This design comes from an exercise in tuning for small area, a short achievable clock period and few clock cycles per item on the open sky130 flow, not from production work. Function was checked by simulation only, so behaviour that the tests miss may differ from the original. Power figures rest on the tool's default switching activity, not on a simulated workload.

==> inputs of run F <==
==> flow/design.v (excerpt) <==
module instr_fetch_unit
#(
  parameter int          IMEM_DEPTH   = 128,
  parameter logic [31:0] RESET_PC     = 32'h0000_0000,
  parameter int          WAIT_TIMEOUT = 16
) (
  input  logic                  clk,
  input  logic                  rst,
  input  logic                  run,
  input  logic                  imem_we,
  input  logic [6:0]            imem_waddr,
  input  logic [31:0]           imem_wdata,
  output logic [31:0]           instrword,
  output logic                  newinstr,
  input  logic                  instrdone,
  input  logic                  aluzero,
  output logic [31:0]           pc,
  output logic                  halted,
  output logic                  fault
);
==> flow/config.mk <==
export PLATFORM = sky130hd
export DESIGN_NAME = instr_fetch_unit
export DESIGN_NICKNAME = instr_fetch_unit
export VERILOG_FILES = /design/flow/design.v
export SDC_FILE = /design/flow/constraint.sdc
export NUM_CORES = 4
export LEC_CHECK = 0
export ABC_CLOCK_PERIOD_IN_PS = 2500
export CAP_MARGIN = 20
export CORE_MARGIN = 2
export CORE_UTILIZATION = 50
export CTS_BUF_LIST = sky130_fd_sc_hd__clkbuf_16
export CTS_CLUSTER_DIAMETER = 80
export CTS_CLUSTER_SIZE = 20
export SETUP_SLACK_MARGIN = 3.0
export SLEW_MARGIN = 20
export SYNTH_HIERARCHICAL = 1
==> flow/constraint.sdc <==
create_clock -name core_clock -period 5.5 [get_ports {clk}]
set_input_delay 1.1000 -clock core_clock [delete_from_list [all_inputs] [get_ports {clk}]]
set_output_delay 1.1000 -clock core_clock [all_outputs]
set_load 0.01 [all_outputs]
run.sh (not shown) runs the stock make flow with config.mk's settings and CLKGATE_MAP_FILE= SYNTH_SCRIPT=/design/flow/synth_recipe.tcl, a recipe that flattens the netlist after the stock synthesis.
==> run D: changes against run F <==
--- a/flow/design.v
+++ b/flow/design.v
@@ -63,62 +63,78 @@
   logic        busy_q;             
   logic        rvalid_q;           
   logic        req_q;              
   logic [31:2] pc_q;
   logic [31:0] instrword_q;
   logic [31:0] fall_q;             
   logic [6:0]  raddr_q;            
   logic [15:0] rlo_q;              
+  logic [15:0] rlo_d;
   logic [7:0]  rhi_q;              
   logic [31:0] part_q [NPART];
   logic        newinstr_q;
   logic        halted_q, fault_q;
   logic [4:0]  wait_cnt_q;
   logic        taken_oor_q;        
   logic        br_c10_q;           
   logic        br_b9_q;            
   logic        pc_oor_q;           
   logic        j_q, beq_q, bne_q, halt_q, fall_oor_q;
   logic        first_q;            
-  logic [127:0] wsel, whold;
+  logic [6:0]  f_addr_q;           
+  logic [15:0] f_oh_q;             
+  logic        pc_load;
+  logic [31:2] pc_next, pc_o_q, pc_o_d;
+  logic [1:0]   wsel [128];
+  logic [1:0]   whold [128];
   for (genvar b = 0; b < 8; b++) begin : g_wblk
     logic [3:0] row, col;
     ifu_wpre #(.BLK(b)) u_pre (
       .we   (imem_we),
       .a    (imem_waddr),
       .row  (row),
       .col  (col)
     );
     for (genvar w = 0; w < 16; w++) begin : g_wdec
-      ifu_wdec u_wdec (
-        .hi   (row[w / 4]),
-        .lo   (col[w % 4]),
-        .sel  (wsel[16*b + w]),
-        .hold (whold[16*b + w])
-      );
+      for (genvar h = 0; h < 2; h++) begin : g_half
+        ifu_wdec u_wdec (
+          .hi   (row[w / 4]),
+          .lo   (col[w % 4]),
+          .sel  (wsel[16*b + w][h]),
+          .hold (whold[16*b + w][h])
+        );
+      end
     end
   end
   for (genvar w = 0; w < 128; w++) begin : g_word
     for (genvar c = 0; c < 8; c++) begin : g_slice
       ifu_mem_slice u_slice (
         .q    (imem[w][4*c+3:4*c]),
-        .hold (whold[w]),
+        .hold (whold[w][c / 4]),
         .wd   (imem_wdata[4*c+3:4*c]),
-        .we   (wsel[w]),
+        .we   (wsel[w][c / 4]),
         .d    (imem_d[w][4*c+3:4*c])
       );
     end
   end
   always_ff @(posedge clk) begin
     for (int w = 0; w < 128; w++) imem[w] <= imem_d[w];
   end
+  logic [15:0]  gsel [NPART];
   logic [127:0] rsel;
+  for (genvar p = 0; p < NPART; p++) begin : g_sel
+    ifu_selreg u_sel (
+      .clk (clk),
+      .d   (rlo_d),
+      .q   (gsel[p])
+    );
+  end
   always_comb begin
-    for (int w = 0; w < 128; w++) rsel[w] = rlo_q[w % 16];
+    for (int w = 0; w < 128; w++) rsel[w] = gsel[w / 16][w % 16];
   end
   logic [31:0] grp_n [NPART][6];
   for (genvar p = 0; p < NPART; p++) begin : g_part
     for (genvar k = 0; k < 6; k++) begin : g_sl
       localparam int W0 = 16*p + ((k < 4) ? 3*k : 12 + 2*(k-4));
       for (genvar c = 0; c < 8; c++) begin : g_slice
         if (k < 4) begin : g_3
           ifu_rd3 u_rd (
@@ -169,51 +185,53 @@
   logic [7:0]  br_hi8;
   logic        br_co;
   logic [13:0] br_up14;
   logic [31:9] taken_hi;
   assign br_hi8   = off_hi + 8'(br_c10_q);
   assign br_co    = br_c10_q & (&off_hi);
   assign br_up14  = off_hi[7] ? (br_co ? 14'd0 : '1) : (br_co ? 14'd1 : 14'd0);
   assign taken_hi = j_q ? {4'd0, instrword_q[25:7]} : {br_up14, br_hi8, br_b9_q};
+  logic done;
+  assign done = instrdone && !newinstr_q;
   logic taken;
   assign taken = j_q | (beq_q & aluzero) | (bne_q & ~aluzero);
   logic next_oor;
   assign next_oor = taken ? taken_oor_q : fall_oor_q;
   logic first;
   assign first = first_q;
   function automatic logic [15:0] dec16(logic [3:0] a);
     dec16 = '0;
     dec16[a] = 1'b1;
   endfunction
   function automatic logic [15:0] rotl16(logic [15:0] v, logic [3:0] n);
     logic [31:0] vv;
     vv = {v, v} << n;
     rotl16 = vv[31:16];
   endfunction
-  logic [15:0] rlo_inc, rlo_tgt, rlo_f1, rlo_f2, rlo_d;
+  logic [15:0] rlo_inc, rlo_tgt, rlo_f1, rlo_f2;
   assign rlo_inc = {rlo_q[14:0], rlo_q[15]};
   assign rlo_tgt = is_j ? dec16(instrword_q[3:0]) : rotl16(rlo_q, instrword_q[3:0]);
-  assign rlo_f1  = dec16(pc_q[5:2] + 4'd1);
-  assign rlo_f2  = dec16(pc_q[5:2] + 4'd2);
+  assign rlo_f1  = f_oh_q;
+  assign rlo_f2  = {f_oh_q[14:0], f_oh_q[15]};
   logic [6:0] raddr_d;
   always_comb begin
     raddr_d = raddr_q;
     if (rst) begin
       raddr_d = RESET_PC[8:2];
     end else if (!halted_q) begin
       if (!busy_q) begin
         if (!pc_oor_q && (run || req_q) && rvalid_q) raddr_d = raddr_q + 7'd1;
       end else if (wait_cnt_q == 5'd0) begin
         raddr_d = tgt_addr;
       end else if (instrdone && !halt_q) begin
         if (run && !next_oor && !(taken && first))
-          raddr_d = taken ? raddr_q + 7'd1 : pc_q[8:2] + 7'd2;
+          raddr_d = taken ? raddr_q + 7'd1 : f_addr_q + 7'd1;
         else
-          raddr_d = taken ? raddr_q : pc_q[8:2] + 7'd1;
+          raddr_d = taken ? raddr_q : f_addr_q;
       end
     end
   end
   always_comb begin
     rlo_d = rlo_q;
     if (rst) begin
       rlo_d = dec16(RESET_PC[5:2]);
     end else if (!halted_q) begin
@@ -264,26 +282,28 @@
           wait_cnt_q <= wait_cnt_q + 5'd1;
           first_q    <= (wait_cnt_q == 5'd0);
           if (wait_cnt_q == 5'd0) begin
             j_q         <= is_j;
             beq_q       <= is_beq;
             bne_q       <= is_bne;
             halt_q      <= is_halt;
             fall_oor_q  <= &pc_q[8:2];
+            f_addr_q    <= raddr_q;
+            f_oh_q      <= rlo_q;
             taken_oor_q <= is_j ? |instrword_q[25:7] : (br_lo[7] | ~br_up_zero);
             br_c10_q    <= br_lo[8];
             br_b9_q     <= br_lo[7];
           end
           if (first) fall_q <= rdata;
-          if (instrdone) begin
+          if (done) begin
             if (halt_q) begin
               halted_q <= 1'b1;
             end else begin
-              pc_q     <= taken ? {taken_hi, raddr_q} : pc4;
+              pc_q     <= pc_next;
               pc_oor_q <= next_oor;
               if (run && !next_oor && !(taken && first)) begin
                 newinstr_q  <= 1'b1;
                 wait_cnt_q  <= '0;
               end else begin
                 busy_q   <= 1'b0;
                 req_q    <= run;
                 rvalid_q <= taken;
@@ -295,30 +315,57 @@
           end
         end
       end
     end
   end
   logic        iw_load;
   logic [31:0] iw_next, iw_d;
   assign iw_load = !rst && !halted_q &&
-                   (busy_q ? (instrdone && !halt_q && run && !next_oor && !(taken && first))
+                   (busy_q ? (done && !halt_q && run && !next_oor && !(taken && first))
                            : (!pc_oor_q && (run || req_q) && rvalid_q));
   assign iw_next = (!busy_q || taken || first) ? rdata : fall_q;
-  ifu_hold32 u_iw_hold (
+  ifu_hold #(.W(32)) u_iw_hold (
     .q  (instrword_q),
     .d  (iw_next),
     .en (iw_load),
     .y  (iw_d)
   );
   always_ff @(posedge clk) instrword_q <= iw_d;
-  assign instrword = instrword_q;
+  logic [31:0] iw_o_q, iw_o_d;
+  ifu_hold #(.W(32)) u_iw_o_hold (
+    .q  (iw_o_q),
+    .d  (iw_next),
+    .en (iw_load),
+    .y  (iw_o_d)
+  );
+  always_ff @(posedge clk) iw_o_q <= iw_o_d;
+  assign pc_load = !halted_q && busy_q && done && !halt_q;
+  assign pc_next = taken ? {taken_hi, raddr_q} : {22'd0, fall_oor_q, f_addr_q};
+  ifu_hold #(.W(30)) u_pc_o_hold (
+    .q  (pc_o_q),
+    .d  (pc_next),
+    .en (pc_load),
+    .y  (pc_o_d)
+  );
+  always_ff @(posedge clk) pc_o_q <= rst ? RESET_PC[31:2] : pc_o_d;
+  logic set_halt, halted_o_q, halted_o_d;
+  assign set_halt = !halted_q &&
+                    (busy_q ? (done ? halt_q : wait_cnt_q[4]) : pc_oor_q);
+  ifu_hold #(.W(1)) u_halted_o_hold (
+    .q  (halted_o_q),
+    .d  (1'b1),
+    .en (set_halt),
+    .y  (halted_o_d)
+  );
+  always_ff @(posedge clk) halted_o_q <= !rst && halted_o_d;
+  assign instrword = iw_o_q;
   assign newinstr  = newinstr_q;
-  assign pc        = {pc_q, 2'b00};
-  assign halted    = halted_q;
+  assign pc        = {pc_o_q, 2'b00};
+  assign halted    = halted_o_q;
   assign fault     = fault_q;
 endmodule
 module ifu_mem_slice (
   input  logic [3:0] q,
   input  logic       hold,
   input  logic [3:0] wd,
   input  logic       we,
   output logic [3:0] d
@@ -361,16 +408,25 @@
 );
   always_comb begin
     for (int i = 0; i < 4; i++) begin
       row[i] = we && (a[6:4] == 3'(BLK)) && (a[3:2] == 2'(i));
       col[i] = (a[1:0] == 2'(i));
     end
   end
 endmodule
-module ifu_hold32 (
-  input  logic [31:0] q,
-  input  logic [31:0] d,
-  input  logic        en,
-  output logic [31:0] y
+module ifu_hold #(
+  parameter int W = 32
+) (
+  input  logic [W-1:0] q,
+  input  logic [W-1:0] d,
+  input  logic         en,
+  output logic [W-1:0] y
 );
   assign y = en ? d : q;
 endmodule
+module ifu_selreg (
+  input  logic        clk,
+  input  logic [15:0] d,
+  output logic [15:0] q
+);
+  always_ff @(posedge clk) q <= d;
+endmodule
==> flow/config.mk (replaced) <==
export PLATFORM = sky130hd
export DESIGN_NAME = instr_fetch_unit
export DESIGN_NICKNAME = instr_fetch_unit
export VERILOG_FILES = /design/flow/design.v
export SDC_FILE = /design/flow/constraint.sdc
export NUM_CORES = 4
export LEC_CHECK = 0
export ABC_CLOCK_PERIOD_IN_PS = 2500
export CAP_MARGIN = 20
export CORE_MARGIN = 2
export CORE_UTILIZATION = 55
export CTS_BUF_LIST = sky130_fd_sc_hd__clkbuf_16
export CTS_CLUSTER_DIAMETER = 80
export CTS_CLUSTER_SIZE = 20
export SETUP_SLACK_MARGIN = 3.0
export SLEW_MARGIN = 20
export SYNTH_HIERARCHICAL = 1
==> run notes <==
- Against run D, the power of run F is smaller by 9.1%.
- In run D the synthesized cell count is larger than in run F, by about 4.6%.
- Of run F and run D, run D has the higher worst setup slack (gap 0.059 ns).
- In run D the die area is lower than in run F, by 5.4%.
- Global-route usage: run D is higher than run F (0.45 points).
- Against run D, the final cell count of run F is smaller by 0.62%.
- Of run D and run F, run F has the higher clock skew (gap 0.0012 ns).
- Count of clock-buffer cells in the layout: run D is higher than run F (5).
- Between run F and run D, the lower core utilization is in run F (gap 4.8 points).
- In run F the critical path depth is higher than in run D, by 4.
Testbench counts of run F, summed over its fixed seeds: cycles 48,511, items 12,000.
Testbench counts of run D, summed over its fixed seeds: cycles 48,511, items 12,000.

## port drivers added, routing unchanged
In the flow no input, the clock included, has a driving cell. The finished layouts below were timed again as built, in two steps. Step 1: set_driving_cell puts a clkbuf_16 on clk and a buf_2 on each other input, an assumption about the parent block. Step 2 adds t to the input delays and takes it off the output delays; t is the mean of the earliest and latest rising clock arrival at the registers after step 1. Input paths then give back, and output paths get back, about the clock's delay inside the block. a / b / c = ideal / step 1 / step 2; a / b = the first two.
run	shift t [ns]	setup slack, ns	worst setup path at the end	worst register clock-pin slew, ns
run F	1.014	2.778 / 2.778 / 1.924	input to register	0.09 / 0.09
run D	1.066	2.837 / 2.712 / 2.010	input to register	0.10 / 0.10
After both steps setup and hold are still met in every run listed. The setup slack of run F, which loses most, moves by 0.000 ns with the drivers and by -0.854 ns with both steps.
